From an optimization exercise on the open Yosys and OpenROAD flow, aimed at a short achievable clock period and few clock cycles; shortcuts taken in it are not production practice. Function not checked in this run: the RTL went through the layout flow alone. Power figures rest on the tool's default switching activity, not on a simulated workload.

--- config.mk ---
export PLATFORM = sky130hd
export DESIGN_NAME = pcpu_top
export DESIGN_NICKNAME = pcpu_top
export VERILOG_FILES = /design/flow/design.v
export SDC_FILE = /design/flow/constraint.sdc
export NUM_CORES = 4
export LEC_CHECK = 0
export CAP_MARGIN = 20
export CORE_MARGIN = 2
export CORE_UTILIZATION = 30
export PLACE_DENSITY = 0.45
export SETUP_SLACK_MARGIN = 2.7
export SLEW_MARGIN = 20
--- design.v ---
package isa_pkg;
    localparam logic [4:0] OPC_NOP   = 5'b00000;
    localparam logic [4:0] OPC_HALT  = 5'b00001;
    localparam logic [4:0] OPC_LOAD  = 5'b00010;
    localparam logic [4:0] OPC_STORE = 5'b00011;
    localparam logic [4:0] OPC_SLL   = 5'b00100;
    localparam logic [4:0] OPC_SRL   = 5'b00101;
    localparam logic [4:0] OPC_ADD   = 5'b01000;
    localparam logic [4:0] OPC_ADDI  = 5'b01001;
    localparam logic [4:0] OPC_SUB   = 5'b01010;
    localparam logic [4:0] OPC_SUBI  = 5'b01011;
    localparam logic [4:0] OPC_CMP   = 5'b01100;
    localparam logic [4:0] OPC_AND   = 5'b01101;
    localparam logic [4:0] OPC_OR    = 5'b01110;
    localparam logic [4:0] OPC_XOR   = 5'b01111;
    localparam logic [4:0] OPC_LDIH  = 5'b10000;
    localparam logic [4:0] OPC_JUMP  = 5'b11000;
    localparam logic [4:0] OPC_BZ    = 5'b11010;
    localparam logic [4:0] OPC_BNZ   = 5'b11011;
    localparam logic [4:0] OPC_BN    = 5'b11100;
    localparam logic [4:0] OPC_BNN   = 5'b11101;
    localparam logic [15:0] NOP_WORD = 16'h0000;
endpackage
package pipe_pkg;
    localparam int DATA_W    = 16;
    localparam int REG_COUNT = 8;
    localparam int REG_IDX_W = 3;
    localparam logic [REG_IDX_W-1:0] ZERO_REG = '0;
endpackage
import isa_pkg::*;
import pipe_pkg::*;
module pcpu_top (
    input  logic              clock,
    input  logic              reset,
    input  logic              i_enable,
    input  logic              i_start,
    input  logic [pipe_pkg::DATA_W-1:0] i_i_data,
    input  logic [pipe_pkg::DATA_W-1:0] i_d_rdata,
    output logic [7:0]        o_i_addr,
    output logic [7:0]        o_d_addr,
    output logic [pipe_pkg::DATA_W-1:0] o_d_wdata,
    output logic              o_d_we,
    output logic              o_running
);
    logic       running;     
    logic       started;     
    logic       halt_seen;   
    logic [7:0] fa;          
    logic [7:1]  e_we;       
    logic        e_wr;       
    logic [2:0]  e_dest;
    logic        e_st;
    logic        e_ld;
    logic        e_setf;
    logic        e_bz, e_bnz, e_bn, e_bnn;   
    logic [15:0] x_a, x_b;
    logic        x_c;
    logic [15:0] l_a, l_b;
    logic        l_x, l_n;
    logic [15:0] sl_a, sr_a;
    logic [3:0]  sl_lo, sl_hi, sr_lo, sr_hi;   
    logic [15:0] sl_m, sr_m;
    logic [7:0]  d_addr;
    logic        e_au;       
    logic [7:0]  c_p, c_q;
    logic        c_cin;
    logic        e_sh;       
    logic [7:0]  t_a, t_b;
    logic [15:0] e_s;        
    logic        zf;
    logic        nf;
    logic [15:0] regs [1:7];
    logic [7:1]  wb_we;
    logic [15:0] wb_d, wb_d_k;
    logic [15:0] sum, r_log;
    logic [15:0] r_sll, r_srl;
    logic [15:0] e_result;
    logic        z_add, z_log, z_sll, z_srl;
    logic        zc, nc;
    logic        e_take;
    logic [7:0]  t_sum;
    logic [15:0] sl_t, sr_t;
    logic [15:0] ks_g [0:4];
    logic [15:0] ks_p [0:4];
    logic [16:0] carry;
    always_comb begin
        ks_g[0] = x_a & x_b;
        ks_p[0] = x_a ^ x_b;
        for (int l = 0; l < 4; l++) begin
            for (int i = 0; i < 16; i++) begin
                if (i >= (1 << l)) begin
                    ks_g[l+1][i] = ks_g[l][i] | (ks_p[l][i] & ks_g[l][i-(1<<l)]);
                    ks_p[l+1][i] = ks_p[l][i] & ks_p[l][i-(1<<l)];
                end else begin
                    ks_g[l+1][i] = ks_g[l][i];
                    ks_p[l+1][i] = ks_p[l][i];
                end
            end
        end
        carry = {ks_g[4], 1'b0};
    end
    assign sum   = (ks_p[0] ^ {16{x_c}}) ^ carry[15:0];
    assign r_log = ({16{l_x}} & (l_a ^ l_b)) | ({16{l_n}} & (l_a & l_b));
    always_comb begin
        for (int i = 0; i < 16; i++) begin
            sl_t[i] = 1'b0;
            sr_t[i] = 1'b0;
            for (int k = 0; k < 4; k++) begin
                if (i >= k)     sl_t[i] = sl_t[i] | (sl_lo[k] & sl_a[i-k]);
                if (i + k < 16) sr_t[i] = sr_t[i] | (sr_lo[k] & sr_a[i+k]);
            end
        end
        for (int i = 0; i < 16; i++) begin
            r_sll[i] = 1'b0;
            r_srl[i] = 1'b0;
            for (int k = 0; k < 4; k++) begin
                if (i >= 4*k)     r_sll[i] = r_sll[i] | (sl_hi[k] & sl_t[i-4*k]);
                if (i + 4*k < 16) r_srl[i] = r_srl[i] | (sr_hi[k] & sr_t[i+4*k]);
            end
        end
    end
    assign e_result = sum | r_log | r_sll | r_srl | ({16{e_ld}} & i_d_rdata);
    assign z_add = x_c ? (ks_p[0] == 16'hffff)
                       : (((x_a[0] ^ x_b[0]) == 1'b0) &&
                          ((x_a[15:1] ^ x_b[15:1]) == (x_a[14:0] | x_b[14:0])));
    assign z_log = (r_log == 16'h0000);
    assign z_sll = ((sl_a & sl_m) == 16'h0000);
    assign z_srl = ((sr_a & sr_m) == 16'h0000);
    assign zc = z_add & z_log & z_sll & z_srl;
    assign nc = sum[15] | r_log[15] | r_sll[15] | r_srl[15];
    assign t_sum  = t_a + t_b;
    assign e_take = (e_bz & zf) | (e_bnz & ~zf) | (e_bn & nf) | (e_bnn & ~nf);
    assign o_i_addr  = fa;
    assign o_d_addr  = d_addr;
    assign o_d_wdata = e_s;
    assign o_d_we    = e_st;
    assign o_running = running;
    logic [15:0] w;
    logic [4:0]  op;
    logic [2:0]  f1, f2, f3;
    logic        d_ld, d_st, d_sll, d_srl, d_add, d_addi, d_sub, d_subi, d_cmp;
    logic        d_and, d_or, d_xor, d_ldih, d_jmp, d_bz, d_bnz, d_bn, d_bnn, d_halt;
    logic        d_wr, d_setf, d_cond, d_bb, d_sub_any, d_adder, d_logic;
    logic        sel_a1, sel_a2, sel_b3;
    logic [15:0] imm_b;
    logic [15:0] ra1, ra2, ra3;
    logic        fw1, fw2, fw3;
    logic        fwd_a, fwd_b, fwd_s;
    logic [15:0] a_val, b_val, a_rf, b_rf, s_next;
    logic [15:0] mask_l, mask_r;
    assign w  = i_i_data;
    assign op = w[15:11];
    assign f1 = w[10:8];
    assign f2 = w[6:4];
    assign f3 = w[2:0];
    assign d_ld   = (op == OPC_LOAD);
    assign d_st   = (op == OPC_STORE);
    assign d_sll  = (op == OPC_SLL);
    assign d_srl  = (op == OPC_SRL);
    assign d_add  = (op == OPC_ADD);
    assign d_addi = (op == OPC_ADDI);
    assign d_sub  = (op == OPC_SUB);
    assign d_subi = (op == OPC_SUBI);
    assign d_cmp  = (op == OPC_CMP);
    assign d_and  = (op == OPC_AND);
    assign d_or   = (op == OPC_OR);
    assign d_xor  = (op == OPC_XOR);
    assign d_ldih = (op == OPC_LDIH);
    assign d_jmp  = (op == OPC_JUMP);
    assign d_bz   = (op == OPC_BZ);
    assign d_bnz  = (op == OPC_BNZ);
    assign d_bn   = (op == OPC_BN);
    assign d_bnn  = (op == OPC_BNN);
    assign d_halt = (op == OPC_HALT);
    assign d_cond    = d_bz | d_bnz | d_bn | d_bnn;
    assign d_bb      = d_cond && (f1 != 3'd0);
    assign d_sub_any = d_sub | d_subi | d_cmp;
    assign d_adder   = d_add | d_addi | d_sub | d_subi | d_cmp | d_ldih;
    assign d_logic   = d_and | d_or | d_xor;
    assign d_setf    = d_sll | d_srl | d_adder & ~d_ldih | d_logic;
    assign d_wr      = (d_ld | d_sll | d_srl | d_add | d_addi | d_sub | d_subi | d_logic |
                        d_ldih) && (f1 != 3'd0);
    assign sel_a1 = d_addi | d_subi | d_bb;
    assign sel_a2 = d_ld | d_st | d_sll | d_srl | d_add | d_sub | d_cmp | d_logic;
    assign sel_b3 = d_add | d_sub | d_cmp | d_logic;
    always_comb begin
        if (d_ldih)
            imm_b = {w[7:0], 8'h00};
        else if (d_ld | d_st | d_sll | d_srl)
            imm_b = {12'h000, w[3:0]};
        else
            imm_b = {8'h00, w[7:0]};
    end
    assign ra1 = (f1 == 3'd0) ? 16'h0000 : (wb_we[f1] ? wb_d : regs[f1]);
    assign ra2 = (f2 == 3'd0) ? 16'h0000 : (wb_we[f2] ? wb_d : regs[f2]);
    assign ra3 = (f3 == 3'd0) ? 16'h0000 : (wb_we[f3] ? wb_d : regs[f3]);
    assign fw1 = e_wr && (e_dest == f1);
    assign fw2 = e_wr && (e_dest == f2);
    assign fw3 = e_wr && (e_dest == f3);
    assign fwd_a = (sel_a1 & fw1) | (sel_a2 & fw2);
    assign fwd_b = sel_b3 & fw3;
    assign fwd_s = fw1;
    always_comb begin
        a_rf  = ({16{sel_a1}} & ra1) | ({16{sel_a2}} & ra2);
        b_rf  = sel_b3 ? ra3 : imm_b;
        a_val = fwd_a ? e_result : a_rf;
        b_val = fwd_b ? e_result : b_rf;
        s_next = fwd_s ? e_result : ra1;
    end
    assign mask_l = 16'hffff >> w[3:0];
    assign mask_r = 16'hffff << w[3:0];
    logic [7:0] addr_rf, addr_add, addr_oth, addr_next, cs_p, cs_q, cs_s, cs_c;
    logic       hazard;
    assign cs_p    = c_p;
    assign cs_q    = c_q;
    assign cs_s    = cs_p ^ cs_q ^ {4'h0, w[3:0]};
    assign cs_c    = {(cs_p[6:0] & cs_q[6:0]) | (cs_p[6:0] & {3'h0, w[3:0]}) |
                      (cs_q[6:0] & {3'h0, w[3:0]}), c_cin};
    ks_add8 u_addr_rf (.i_a(ra2[7:0]), .i_b({4'h0, w[3:0]}), .o_sum(addr_rf));
    ks_add8 u_addr_add (.i_a(cs_s), .i_b(cs_c), .o_sum(addr_add));
    ks_add8 u_addr_oth (.i_a(r_log[7:0] | ({8{e_ld}} & i_d_rdata[7:0])), .i_b({4'h0, w[3:0]}),
                        .o_sum(addr_oth));
    assign addr_next = fw2 ? (e_au ? addr_add : addr_oth) : addr_rf;
    assign hazard    = (d_ld | d_st) && fw2 && e_sh;
    logic       r0_cond, tests_z, on_one, late_z, late_n, take_early;
    logic [7:0] fa_seq, fa_one, fa_zero, fa_early, fa_next;
    assign r0_cond    = d_cond && (f1 == 3'd0);
    assign tests_z    = d_bz | d_bnz;
    assign on_one     = d_bz | d_bn;
    assign take_early = d_jmp | (r0_cond & ((d_bz & zf) | (d_bnz & ~zf) | (d_bn & nf) | (d_bnn & ~nf)));
    assign fa_seq     = fa + 8'd1;
    assign fa_one     = on_one ? w[7:0] : fa_seq;    
    assign fa_zero    = on_one ? fa_seq : w[7:0];
    assign fa_early   = e_take ? t_sum : (hazard ? fa : (take_early ? w[7:0] : fa_seq));
    assign late_z     = !e_take && r0_cond && e_setf && tests_z;
    assign late_n     = !e_take && r0_cond && e_setf && !tests_z;
    always_comb begin
        if (late_z)
            fa_next = zc ? fa_one : fa_zero;
        else if (late_n)
            fa_next = nc ? fa_one : fa_zero;
        else
            fa_next = fa_early;
    end
    logic take_start;
    logic fetch;      
    logic issue_ok;   
    logic issue;      
    assign take_start = i_start && !started;
    assign fetch      = (running && !halt_seen) || take_start;
    assign issue_ok   = fetch && !e_take;
    assign issue      = issue_ok && !d_halt && !hazard;
    always_ff @(posedge clock or negedge reset) begin
        if (!reset) begin
            running   <= 1'b0;
            started   <= 1'b0;
            halt_seen <= 1'b0;
            fa        <= '0;
            e_we      <= '0;
            wb_we     <= '0;
            e_wr      <= 1'b0;
            e_st      <= 1'b0;
            e_setf    <= 1'b0;
            e_bz      <= 1'b0;
            e_bnz     <= 1'b0;
            e_bn      <= 1'b0;
            e_bnn     <= 1'b0;
        end else if (i_enable) begin
            if (take_start) begin
                started   <= 1'b1;
                running   <= 1'b1;
                halt_seen <= d_halt;
            end else if (running && (halt_seen || (d_halt && issue_ok))) begin
                running <= 1'b0;
            end
            if (fetch)
                fa <= fa_next;
            for (int k = 1; k < 8; k++)
                e_we[k] <= issue && d_wr && (f1 == 3'(k));
            wb_we  <= e_we;
            e_wr   <= issue && d_wr;
            e_st   <= issue && d_st;
            e_setf <= issue && d_setf;
            e_bz   <= issue && d_bb && d_bz;
            e_bnz  <= issue && d_bb && d_bnz;
            e_bn   <= issue && d_bb && d_bn;
            e_bnn  <= issue && d_bb && d_bnn;
        end
    end
    logic [2:0]  n_e_dest;
    logic        n_e_ld, n_x_c, n_l_x, n_l_n, n_c_cin, n_e_sh, n_e_au;
    logic [15:0] n_x_a, n_x_b, n_l_a, n_l_b, n_sl_a, n_sr_a, n_sl_m, n_sr_m, n_e_s;
    logic [3:0]  n_sl_lo, n_sl_hi, n_sr_lo, n_sr_hi;
    logic [7:0]  n_d_addr, n_c_p, n_c_q, n_t_a, n_t_b;
    always_comb begin
        n_e_dest = f1;
        n_e_ld   = d_ld;
        n_x_a    = ({16{d_adder & fwd_a & ~d_sub_any}} & e_result)
                 | ({16{d_adder & fwd_a & d_sub_any}} & ~e_result)
                 | ({16{d_adder & ~fwd_a}} & (a_rf ^ {16{d_sub_any}}));
        n_x_b    = ({16{d_adder & fwd_b}} & e_result) | ({16{d_adder & ~fwd_b}} & b_rf);
        n_x_c    = d_adder & d_sub_any;
        n_l_a    = ({16{d_logic & fwd_a}} & e_result) | ({16{d_logic & ~fwd_a}} & a_rf);
        n_l_b    = ({16{d_logic & fwd_b}} & e_result) | ({16{d_logic & ~fwd_b}} & b_rf);
        n_l_x    = d_xor | d_or;
        n_l_n    = d_and | d_or;
        n_sl_a   = ({16{d_sll & fwd_a}} & e_result) | ({16{d_sll & ~fwd_a}} & a_rf);
        n_sr_a   = ({16{d_srl & fwd_a}} & e_result) | ({16{d_srl & ~fwd_a}} & a_rf);
        for (int k = 0; k < 4; k++) begin
            n_sl_lo[k] = d_sll && (w[1:0] == 2'(k));
            n_sl_hi[k] = d_sll && (w[3:2] == 2'(k));
            n_sr_lo[k] = d_srl && (w[1:0] == 2'(k));
            n_sr_hi[k] = d_srl && (w[3:2] == 2'(k));
        end
        n_sl_m   = mask_l;
        n_sr_m   = mask_r;
        n_d_addr = addr_next;
        n_c_p    = d_adder ? a_val[7:0] : 8'h00;
        n_c_q    = d_adder ? (d_sub_any ? ~b_val[7:0] : b_val[7:0]) : 8'h00;
        n_c_cin  = d_sub_any;
        n_e_sh   = d_sll | d_srl;
        n_e_au   = d_adder;
        n_t_a    = d_bb ? a_val[7:0] : 8'h00;
        n_t_b    = d_bb ? w[7:0] : 8'h00;
        n_e_s    = s_next;
    end
    logic [2:0] e_dest_k;
    logic e_ld_k;
    logic [15:0] x_a_k;
    logic [15:0] x_b_k;
    logic x_c_k;
    logic [15:0] l_a_k;
    logic [15:0] l_b_k;
    logic l_x_k;
    logic l_n_k;
    logic [15:0] sl_a_k;
    logic [15:0] sr_a_k;
    logic [3:0] sl_lo_k;
    logic [3:0] sl_hi_k;
    logic [3:0] sr_lo_k;
    logic [3:0] sr_hi_k;
    logic [15:0] sl_m_k;
    logic [15:0] sr_m_k;
    logic [7:0] d_addr_k;
    logic [7:0] c_p_k;
    logic [7:0] c_q_k;
    logic c_cin_k;
    logic e_sh_k;
    logic e_au_k;
    logic [7:0] t_a_k;
    logic [7:0] t_b_k;
    logic [15:0] e_s_k;
    always_ff @(posedge clock) begin
        e_dest <= i_enable ? n_e_dest : e_dest_k;
        e_dest_k <= i_enable ? n_e_dest : e_dest;
        e_ld <= i_enable ? n_e_ld : e_ld_k;
        e_ld_k <= i_enable ? n_e_ld : e_ld;
        x_a <= i_enable ? n_x_a : x_a_k;
        x_a_k <= i_enable ? n_x_a : x_a;
        x_b <= i_enable ? n_x_b : x_b_k;
        x_b_k <= i_enable ? n_x_b : x_b;
        x_c <= i_enable ? n_x_c : x_c_k;
        x_c_k <= i_enable ? n_x_c : x_c;
        l_a <= i_enable ? n_l_a : l_a_k;
        l_a_k <= i_enable ? n_l_a : l_a;
        l_b <= i_enable ? n_l_b : l_b_k;
        l_b_k <= i_enable ? n_l_b : l_b;
        l_x <= i_enable ? n_l_x : l_x_k;
        l_x_k <= i_enable ? n_l_x : l_x;
        l_n <= i_enable ? n_l_n : l_n_k;
        l_n_k <= i_enable ? n_l_n : l_n;
        sl_a <= i_enable ? n_sl_a : sl_a_k;
        sl_a_k <= i_enable ? n_sl_a : sl_a;
        sr_a <= i_enable ? n_sr_a : sr_a_k;
        sr_a_k <= i_enable ? n_sr_a : sr_a;
        sl_lo <= i_enable ? n_sl_lo : sl_lo_k;
        sl_lo_k <= i_enable ? n_sl_lo : sl_lo;
        sl_hi <= i_enable ? n_sl_hi : sl_hi_k;
        sl_hi_k <= i_enable ? n_sl_hi : sl_hi;
        sr_lo <= i_enable ? n_sr_lo : sr_lo_k;
        sr_lo_k <= i_enable ? n_sr_lo : sr_lo;
        sr_hi <= i_enable ? n_sr_hi : sr_hi_k;
        sr_hi_k <= i_enable ? n_sr_hi : sr_hi;
        sl_m <= i_enable ? n_sl_m : sl_m_k;
        sl_m_k <= i_enable ? n_sl_m : sl_m;
        sr_m <= i_enable ? n_sr_m : sr_m_k;
        sr_m_k <= i_enable ? n_sr_m : sr_m;
        d_addr <= i_enable ? n_d_addr : d_addr_k;
        d_addr_k <= i_enable ? n_d_addr : d_addr;
        c_p <= i_enable ? n_c_p : c_p_k;
        c_p_k <= i_enable ? n_c_p : c_p;
        c_q <= i_enable ? n_c_q : c_q_k;
        c_q_k <= i_enable ? n_c_q : c_q;
        c_cin <= i_enable ? n_c_cin : c_cin_k;
        c_cin_k <= i_enable ? n_c_cin : c_cin;
        e_sh <= i_enable ? n_e_sh : e_sh_k;
        e_sh_k <= i_enable ? n_e_sh : e_sh;
        e_au <= i_enable ? n_e_au : e_au_k;
        e_au_k <= i_enable ? n_e_au : e_au;
        t_a <= i_enable ? n_t_a : t_a_k;
        t_a_k <= i_enable ? n_t_a : t_a;
        t_b <= i_enable ? n_t_b : t_b_k;
        t_b_k <= i_enable ? n_t_b : t_b;
        e_s <= i_enable ? n_e_s : e_s_k;
        e_s_k <= i_enable ? n_e_s : e_s;
    end
    always_ff @(posedge clock) begin
        wb_d   <= i_enable ? e_result : wb_d_k;
        wb_d_k <= i_enable ? e_result : wb_d;
    end
    always_ff @(posedge clock) begin
        if (i_enable) begin
            if (e_setf) begin
                zf <= zc;
                nf <= nc;
            end
            for (int k = 1; k < 8; k++)
                if (wb_we[k])
                    regs[k] <= wb_d;
        end
    end
endmodule
module ks_add8 (
    input  logic [7:0] i_a,
    input  logic [7:0] i_b,
    output logic [7:0] o_sum
);
    logic [7:0] g [0:3];
    logic [7:0] p [0:3];
    always_comb begin
        g[0] = i_a & i_b;
        p[0] = i_a ^ i_b;
        for (int i = 0; i < 8; i++) begin
            if (i >= 1) begin
                g[1][i] = g[0][i] | ((p[0][i] & i_a[i-1]) & i_b[i-1]);
                p[1][i] = p[0][i] & p[0][i-1];
            end else begin
                g[1][i] = g[0][i];
                p[1][i] = p[0][i];
            end
        end
        for (int l = 1; l < 3; l++) begin
            for (int i = 0; i < 8; i++) begin
                if (i >= (1 << l)) begin
                    g[l+1][i] = g[l][i] | (p[l][i] & g[l][i-(1<<l)]);
                    p[l+1][i] = p[l][i] & p[l][i-(1<<l)];
                end else begin
                    g[l+1][i] = g[l][i];
                    p[l+1][i] = p[l][i];
                end
            end
        end
        o_sum = p[0] ^ {g[3][6:0], 1'b0};
    end
endmodule
--- run.sh ---
#!/bin/bash
# synth_recipe.tcl (not shown) runs the flow's synth.tcl, then flattens the netlist and writes it again
# the make line also repeats each setting of config.mk as NAME=value (left out here)
make -C /OpenROAD-flow-scripts/flow DESIGN_CONFIG=/design/flow/config.mk WORK_HOME=/design/flow/orfs CLKGATE_MAP_FILE= SYNTH_SCRIPT=/design/flow/synth_recipe.tcl finish
--- constraint.sdc ---
create_clock -name core_clock -period 4.5 [get_ports {clock}]
set_input_delay 0.9000 -clock core_clock [delete_from_list [all_inputs] [get_ports {clock}]]
set_output_delay 0.9000 -clock core_clock [all_outputs]
set_load 0.01 [all_outputs]
==> results_dict.tcl <==
set metrics [dict create \
    avgViaCountPerCell 5.76 \
    drt_first_pass_iters 10 \
    drtIter0Drc 2766 \
    timing_max_transition_violations_final 0 \
    worstHoldStart "d_addr_k[0]$_DFF_P_" \
    clock-sinks 598 \
    synth-edff-count 114 \
    synth_largest_type_area_fraction_pct 31.5 \
    vdd.ir_drop.worst_v 0.000243 \
    area_after_detailed_placement_um2 32300 \
    fp.dieArea_um2 98300 \
    fin_ws_ns 1.28 \
    tritoncts "done" \
    synth_top_family_by_area "compound AO/OA/AOI/OAI gates" \
    synth_fp_nets 3139 \
    tritoncts.num_buffers 72 \
    timing_worst_slew_pin_value_ns 0.989 \
    antenna_found_initial 0 \
    syn_to_final_growth_pct 44.8 \
    layout.cell_area.non_filler_um2 41600 \
    syn_area_per_cell_um2 9.55 \
    fin_tns_setup_ns 0 \
    num-nets-final 3485 \
    power.static_leakage_uw 0.0152 \
    synth_compound_gate_area_share_pct 28.1 \
    cp_data_required_time_ns 5.03 \
    route.detailed.wl_per_inst_um 27.6 \
    cts.clk_slew.worst_paths_ns 0.06 \
    gr-usage-all-layers_pct 25.4 \
    placed_cells 4297 \
    startpoint_type "input port" \
    min_period_over_period_pct 71.6 \
    synth-simple-area-share_pct 10.3 \
    part_of_the_yosys_area_used_for_sequential_elements_pct 46.2 \
    timing_worst_setup_path_type "in -> reg" \
    hp-class "reg -> reg" \
    finalCriticalPeriod_ns 3.22 \
    weighted_congestion_reported_at_the_end_of_routability_driven_placement 0.968 \
    final.setup_skew_ns 0.0243 \
    grt_pass1_vias 26300 \
    antenna_fix_cells 0 \
    layout.cells.most_common "sky130_fd_sc_hd__dfxtp_1" \
    hold_path_end "d_addr[0]$_DFF_P_" \
    instances_no_fill 4675 \
    drt-total-wl_um 129000 \
    synth_ff_type "sky130_fd_sc_hd__dfxtp_1" \
    synth_area_um2 28700 \
    grt_setup_unrepaired "yes" \
    fmax_mhz 310 \
    timing.reg2reg.setup_slack_ns 1.31 \
    ys_seq_elements 598 \
    drcViolationCount 0 \
    count_of_final_setup_violators 0 \
    multiInputGateArea_um2 18300 \
    synth.distinct_cells 87 \
    detailed_place_hpwl_um 86800 \
    final_antenna_net_count 0 \
    rr_worst_depth 11 \
    cts-root-to-sink-buffers 3 \
    placement.setup.worst_slack_ns -0.103 \
    yosys.area.top_type "sky130_fd_sc_hd__dfxtp_1" \
    run_status "complete, no violations" \
    synth_xor_xnor_area_share_pct 2.68 \
    synth.area.mux_share_pct 3.07 \
    largest_reg_flops 112 \
    max_cap_viol_count 0 \
    ctsRootBufferMaster "sky130_fd_sc_hd__clkbuf_16" \
    synthAdderAreaFrac_pct 4.18 \
    vias 26900 \
    first_pass_grt_wire_length_um 185000 \
    start_util_pct 30.3 \
    crit-reg2reg-launch "wb_we[2]$_DFFE_PN0P_" \
    synth_warnings 23 \
    gr-total-overflow 0 \
    postSynthCellCount 3010 \
    worst_ep_arrival_time_ns 3.76 \
    synth_top_cells_by_area "sky130_fd_sc_hd__dfxtp_1 31%, sky130_fd_sc_hd__edfxtp_1 12%, sky130_fd_sc_hd__o2bb2ai_1 5.1%" \
    hold-worst-slack_ns 0.418 \
    powerDensity_nw_per_um2 376 \
    worst_skew_pair_later_pin_latency_ns 0.67 \
    placement_rows 113 \
    end_kind "flip-flop" \
    hold_viol_final 0 \
    placement.io_buffers 69 \
    n_fill_cell 9007 \
    htreeDepth 3 \
    crit_fanout 8 \
    capture_instance_of_the_worst_register_to_register_path "d_addr[7]$_DFF_P_" \
    post_route_cells_drive_above_1_share_pct 39.2 \
    layout.cells.most_common_list "362 x sky130_fd_sc_hd__dfxtp_1, 243 x sky130_fd_sc_hd__buf_4, 167 x sky130_fd_sc_hd__nor2_1, 157 x sky130_fd_sc_hd__inv_1, 157 x sky130_fd_sc_hd__a22oi_1" \
    layout.area.seq_um2 13500 \
    top_register "regs" \
    synth_async_sr_flop_share_pct 5.35 \
    cts_hold_buf 0 \
    die_w_um 314 \
    fp.coreArea_um2 95000 \
    floorplan.io_pins 70 \
    relSlewSlack_pct 33.9 \
    die_y_um 314 \
    grt_start_max_net_pins 141 \
    hold_depth 2 \
]
cells in the mapped netlist, types with 14 or more instances:
| library cell | instances |
|---|---|
| sky130_fd_sc_hd__o2bb2ai_1 | 168 |
| sky130_fd_sc_hd__o21bai_1 | 14 |
| sky130_fd_sc_hd__o211ai_1 | 19 |
| sky130_fd_sc_hd__a21oi_1 | 144 |
| sky130_fd_sc_hd__nor2_1 | 208 |
| sky130_fd_sc_hd__a211oi_1 | 25 |
| sky130_fd_sc_hd__dfrtp_1 | 32 |
| sky130_fd_sc_hd__ha_1 | 88 |
| sky130_fd_sc_hd__edfxtp_1 | 114 |
| sky130_fd_sc_hd__nor4_1 | 17 |
| sky130_fd_sc_hd__o21ai_0 | 163 |
| sky130_fd_sc_hd__o21a_1 | 74 |
| sky130_fd_sc_hd__a22oi_1 | 169 |
| sky130_fd_sc_hd__nand2_1 | 162 |
| sky130_fd_sc_hd__mux2i_1 | 53 |
| sky130_fd_sc_hd__and2_1 | 17 |
| sky130_fd_sc_hd__mux2_2 | 20 |
| sky130_fd_sc_hd__nor3_1 | 34 |
| sky130_fd_sc_hd__a21boi_0 | 14 |
| sky130_fd_sc_hd__nand2b_1 | 16 |
| sky130_fd_sc_hd__a222oi_1 | 24 |
| sky130_fd_sc_hd__a21o_1 | 23 |
| sky130_fd_sc_hd__buf_1 | 22 |
| sky130_fd_sc_hd__dfxtp_1 | 452 |
| sky130_fd_sc_hd__xnor2_1 | 69 |
| sky130_fd_sc_hd__clkbuf_1 | 189 |
| sky130_fd_sc_hd__inv_1 | 183 |
| sky130_fd_sc_hd__o22ai_1 | 35 |
| sky130_fd_sc_hd__nand3_1 | 55 |
| sky130_fd_sc_hd__xor2_1 | 19 |
| sky130_fd_sc_hd__a31oi_1 | 36 |
| sky130_fd_sc_hd__a221oi_1 | 47 |
| sky130_fd_sc_hd__or3_1 | 18 |
| sky130_fd_sc_hd__a22o_1 | 35 |
| sky130_fd_sc_hd__nand4_1 | 21 |
| sky130_fd_sc_hd__nor2b_1 | 15 |
| sky130_fd_sc_hd__or2_2 | 20 |
| sky130_fd_sc_hd__o32ai_1 | 21 |
per-stage QoR:
step / total power, uW / utilization [%]
floorplan: 7580 / -
global placement: 8720 / 34.0
detailed placement: 8740 / 34.0
CTS: 15500 / 41.9
global route: 16200 / 43.8
finish: 15700 / 43.8
critical path: stages:
cell and delay (ns):
sky130_fd_sc_hd__buf_8 0.12, sky130_fd_sc_hd__o21a_1 0.19, sky130_fd_sc_hd__mux4_2 0.55, sky130_fd_sc_hd__buf_6 0.16
sky130_fd_sc_hd__a2111oi_4 0.34, sky130_fd_sc_hd__a2111oi_4 0.07, sky130_fd_sc_hd__ha_1 0.40, sky130_fd_sc_hd__buf_4 0.13
sky130_fd_sc_hd__a41oi_2 0.16, sky130_fd_sc_hd__a2111oi_4 0.34, sky130_fd_sc_hd__xor2_1 0.29, sky130_fd_sc_hd__a211oi_2 0.11
layout make-up:
class / count / area share, %
multi-input combinational: 2008 / 44.0
sequential: 598 / 32.3
timing repair buffer: 489 / 12.1
clock buffer: 95 / 4.90
tap: 1265 / 3.80
inverter: 186 / 1.87
clock inverter: 33 / 0.890
timing repair inverter: 1 / 0.0391
report_power, final:
| group | internal, uW | total, uW | leakage [uW] | switching, uW |
|---|---|---|---|---|
| Clock | 3410 | 5910 | 0.00117 | 2500 |
| Sequential | 5850 | 6190 | 0.00517 | 341 |
| Combinational | 1590 | 3550 | 0.00881 | 1960 |
kinds of logic (layout without fill, tap and decap cells):
logic type,count (synthesis),in the layout
AOI/OAI and AO/OA,1113,1114
and+or+nand+nor,627,634
DFF,598,598
buffers and inverters,412,804
adders and majority gates,93,93
xor gates and xnor gates,88,88
muxes,79,79
routing by layer:
metal / vias up / global-route usage (%) / wire length [um]
met5: - / 0 / 0
met4: 0 / 9.94 / 5870
met3: 290 / 3.77 / 7340
met2: 1126 / 41.4 / 59300
met1: 13500 / 34.0 / 56400
li1: 12000 / - / -
how the worst max path moves through the flow:
stage	start	to	slack, ns	depth (start not counted)
global route	wb_we[2]$_DFFE_PN0P_	d_addr[7]$_DFF_P_	1.16	12
finish	i_i_data[6]	d_addr[7]$_DFF_P_	1.28	12
floorplan	i_i_data[5]	d_addr[7]$_DFF_P_	0.58	15
global placement	i_i_data[0]	x_b_k[12]$_DFF_P_	-0.06	11
CTS	wb_we[2]$_DFFE_PN0P_	d_addr[7]$_DFF_P_	1.31	12
detailed placement	i_i_data[0]	x_b_k[12]$_DFF_P_	-0.10	11
timing repair:
action / 4_1_cts / 5_1_grt
setup endpoints to repair: 534 / 435
endpoints found under the hold margin: 0 / 0
pin swaps: 228 / 141
setup buffers: 171 / 62
gates resized for setup: 983 / 251
gates cloned: 14 / 3

-- what the ideal ports hide --
No port has a modelled driver above. Below, the same layout with a new extraction and two added sets of constraints.
Step 1, drivers: a clkbuf_16 drives clock and a buf_2 each remaining input, both assumed.
Step 2 moves the port delays by t, midway between the first and last clock arrival at a register: inputs arrive t later, outputs are due t later. That takes back most of the time a late clock gives input paths.
Three values: ideal, step 1, step 2; two values: the first two.
t (ns): 0.724
setup slack, ns: 1.277 / 1.281 / 0.556
hold slack, ns: 0.418 / 0.418 / 0.418
worst setup path after step 2: input to register
After both steps this run still meets setup and hold. The setup slack of this run moves by +0.004 ns with the drivers and by -0.721 ns with both steps.
